This is an optimization exercise on Yosys and OpenROAD, whose aim is small area, a short achievable clock period and few clock cycles per item, not a production implementation.

Setup of the reference run:
==> module binary_op_pipe, before the edit <==
module binary_op_pipe
#(
  parameter int ParamBitWidth = 32,
  parameter int ParamLatency  = 2,
  parameter int ParamTagWidth = 8
) (
  input  logic                     clk,
  input  logic                     reset,
  input  logic                     in_valid,
  output logic                     in_ready,
  input  logic [3:0]               in_op,
  input  logic [ParamBitWidth-1:0] in_lhs,
  input  logic [ParamBitWidth-1:0] in_rhs,
  input  logic [ParamTagWidth-1:0] in_tag,
  output logic                     out_valid,
  input  logic                     out_ready,
  output logic [ParamBitWidth-1:0] out_result,
  output logic [ParamTagWidth-1:0] out_tag,
  output logic                     out_ovf,
  output logic                     out_zero,
  output logic                     out_illegal
);
  logic          valid_r;
  logic          busy_r;
  logic [1:0]    cnt_r;      
  logic [1:0]    len_r;      
  logic [31:0]   res_r;
  logic [31:0]   a_r;
  logic [31:0]   h_r;
  logic          first_r;    
  logic [3:0]    neg_r;      
  logic [3:0]    one_r;
  logic [3:0]    two_r;
  logic [7:0]    tag_r;
  logic          ovf_r;
  logic          ill_r;
  logic          mul_r;
  logic          take_s;
  logic          in_mul_s;
  logic [31:0]   alu_result_s;
  logic          alu_ovf_s;
  logic [39:0]   step_s;
  logic [1:0]    rhs_len_s;
  logic          swap_s;
  logic [1:0]    sel_s;
  logic [31:0]   shifted_s;
  logic [31:0]   hi_mask_s;
  logic [7:0]    mplier_s;
  logic [3:0]    in_neg_s, in_one_s, in_two_s;
  logic [3:0]    nx_neg_s, nx_one_s, nx_two_s;
  binary_op_alu u_alu (
    .op     (in_op),
    .lhs    (in_lhs),
    .rhs    (in_rhs),
    .result (alu_result_s),
    .ovf    (alu_ovf_s)
  );
  binary_op_mulstep #(
    .G(4)
  ) u_mulstep (
    .a   (a_r),
    .h   (h_r & {32{!first_r}}),
    .neg (neg_r),
    .one (one_r),
    .two (two_r),
    .t   (step_s)
  );
  binary_op_booth_enc #(
    .G(4)
  ) u_enc_in (
    .y   ({mplier_s, 1'b0}),
    .neg (in_neg_s),
    .one (in_one_s),
    .two (in_two_s)
  );
  binary_op_booth_enc #(
    .G(4)
  ) u_enc_next (
    .y   (res_r[15:7]),
    .neg (nx_neg_s),
    .one (nx_one_s),
    .two (nx_two_s)
  );
  function automatic logic [1:0] mul_len(input logic [31:0] v);
    if (v[31:7] == {25{v[31]}}) mul_len = 2'd0;
    else if (v[31:15] == {17{v[31]}}) mul_len = 2'd1;
    else if (v[31:23] == {9{v[31]}}) mul_len = 2'd2;
    else mul_len = 2'd3;
  endfunction
  assign rhs_len_s = mul_len(in_rhs);
  assign swap_s    = (in_lhs[31:7] == {25{in_lhs[31]}});
  assign mplier_s  = swap_s ? in_lhs[7:0] : in_rhs[7:0];
  assign in_ready = !busy_r && (!valid_r || out_ready);
  assign take_s   = in_valid && in_ready;
  assign in_mul_s = (in_op == hdbe_op_pkg::MUL);
  always_ff @(posedge clk or posedge reset) begin
    if (reset) begin
      valid_r <= 1'b0;
      busy_r  <= 1'b0;
      cnt_r   <= '0;
    end else if (take_s) begin
      valid_r <= !in_mul_s;
      busy_r  <= in_mul_s;
      cnt_r   <= swap_s ? 2'd0 : rhs_len_s;
    end else if (busy_r) begin
      cnt_r <= cnt_r - 1'b1;
      if (cnt_r == 2'd0) begin
        busy_r  <= 1'b0;
        valid_r <= 1'b1;
      end
    end else if (out_ready) begin
      valid_r <= 1'b0;
    end
  end
  assign sel_s = (cnt_r == 2'd0) ? len_r : 2'd3;
  always_comb begin
    case (sel_s)
      2'd0:    shifted_s = {step_s[31:0]};
      2'd1:    shifted_s = {step_s[23:0], res_r[31:24]};
      2'd2:    shifted_s = {step_s[15:0], res_r[31:16]};
      default: shifted_s = {step_s[7:0], res_r[31:8]};
    endcase
  end
  always_ff @(posedge clk) begin
    if (take_s) begin
      tag_r   <= in_tag;
      ill_r   <= !hdbe_op_pkg::op_is_legal(in_op);
      mul_r   <= in_mul_s;
      ovf_r   <= alu_ovf_s;
      len_r   <= swap_s ? 2'd0 : rhs_len_s;
      a_r     <= swap_s ? in_rhs : in_lhs;
      first_r <= 1'b1;
      neg_r   <= in_neg_s;
      one_r   <= in_one_s;
      two_r   <= in_two_s;
      res_r   <= alu_result_s;
    end else if (busy_r) begin
      h_r     <= step_s[39:8];
      first_r <= 1'b0;
      res_r   <= shifted_s;
      neg_r   <= nx_neg_s;
      one_r   <= nx_one_s;
      two_r   <= nx_two_s;
    end
  end
  always_comb begin
    case (len_r)
      2'd0:    hi_mask_s = 32'hFF00_0000;
      2'd1:    hi_mask_s = 32'hFFFF_0000;
      2'd2:    hi_mask_s = 32'hFFFF_FF00;
      default: hi_mask_s = 32'hFFFF_FFFF;
    endcase
  end
  assign out_valid   = valid_r;
  assign out_result  = res_r;
  assign out_tag     = tag_r;
  assign out_ovf     = ovf_r || (mul_r && (|((h_r ^ {32{res_r[31]}}) & hi_mask_s)));
  assign out_zero    = (res_r == 32'd0);
  assign out_illegal = ill_r;
endmodule
Settings: LEC_CHECK=0, ABC_AREA=1, CAP_MARGIN=20, CORE_MARGIN=2, CORE_UTILIZATION=40, CTS_BUF_LIST=sky130_fd_sc_hd__clkbuf_8, SLEW_MARGIN=20; clock period 12.0 ns.
standard.sh (not shown) runs the stock make flow with config.mk's settings and CLKGATE_MAP_FILE= SYNTH_SCRIPT=/design/flow/synth_recipe.tcl, a recipe that flattens the netlist after the stock synthesis.
==> flow/flow/run.sh <==
#!/bin/bash
set -euo pipefail
args=()
while IFS= read -r line; do
  [[ -z "$line" || "$line" == \#* ]] && continue
  args+=("$line")
done < flow/params.txt
printf '%s\n' "${args[@]}" > flow_params.log
bash standard.sh "${args[@]}" finish > flow_make.log 2>&1
==> flow/flow/params.txt <==
SETUP_SLACK_MARGIN=6.8
BUFFER_PORTS_ARGS=-buffer_cell sky130_fd_sc_hd__buf_1
TNS_END_PERCENT=10
Here is what was changed in the inputs of the trial run compared with the reference run.
-- flow/design.v --
<<< the reference run, line 163
  logic [31:0]   a_r;
  logic [31:0]   h_r;
  logic          first_r;    
  logic [3:0]    neg_r;      
  logic [3:0]    one_r;
>>> the trial run, line 163
  logic [31:0]   a_r;
  logic [31:0]   h_r;
  logic [3:0]    neg_r;      
  logic [3:0]    one_r;
<<< the reference run, line 195
  ) u_mulstep (
    .a   (a_r),
    .h   (h_r & {32{!first_r}}),
    .neg (neg_r),
    .one (one_r),
>>> the trial run, line 194
  ) u_mulstep (
    .a   (a_r),
    .h   (h_r),
    .neg (neg_r),
    .one (one_r),
<<< the reference run, line 265
      len_r   <= swap_s ? 2'd0 : rhs_len_s;
      a_r     <= swap_s ? in_rhs : in_lhs;
      first_r <= 1'b1;
      neg_r   <= in_neg_s;
      one_r   <= in_one_s;
>>> the trial run, line 264
      len_r   <= swap_s ? 2'd0 : rhs_len_s;
      a_r     <= swap_s ? in_rhs : in_lhs;
      h_r     <= '0;
      neg_r   <= in_neg_s;
      one_r   <= in_one_s;
<<< the reference run, line 272
    end else if (busy_r) begin
      h_r     <= step_s[39:8];
      first_r <= 1'b0;
      res_r   <= shifted_s;
      neg_r   <= nx_neg_s;
>>> the trial run, line 271
    end else if (busy_r) begin
      h_r     <= step_s[39:8];
      res_r   <= shifted_s;
      neg_r   <= nx_neg_s;
Notes after the runs:
Final period utilization delta (the trial run -> the reference run): insignificant. Changes observed in the trial run relative to the reference run: maximum clock frequency about even, critical path depth about even, die area about even, filler-free cell count of the finished design rose 50, final area fell 250 sq um.
No functional check of the RTL was part of any run of this note.

port drivers added, routing unchanged:
No port has a modelled driver above. Below, the same layouts with a new extraction and two added sets of constraints. Step 1 sets driving cells, clkbuf_16 on the clock port and buf_2 on the other inputs (assumed; they add their load-dependent delay and slew). Step 2 adds t to the input delays and takes it off the output delays; t is the mean of the earliest and latest rising clock arrival at the registers after step 1. Input paths then give back, and output paths get back, about the clock's delay inside the block. Three values: ideal, step 1, step 2; two values: the first two.
| run | t (ns) | slack for setup (ns) | worst setup path after step 2 |
|---|---|---|---|
| the reference run | 0.548 | 6.753 / 6.725 / 6.236 | input to register |
| the trial run | 0.538 | 6.765 / 6.742 / 6.287 | input to register |
After both steps every run listed still meets setup and hold. For the reference run, which loses most, drivers alone change the setup slack by -0.028 ns; drivers and shift together by -0.517 ns.
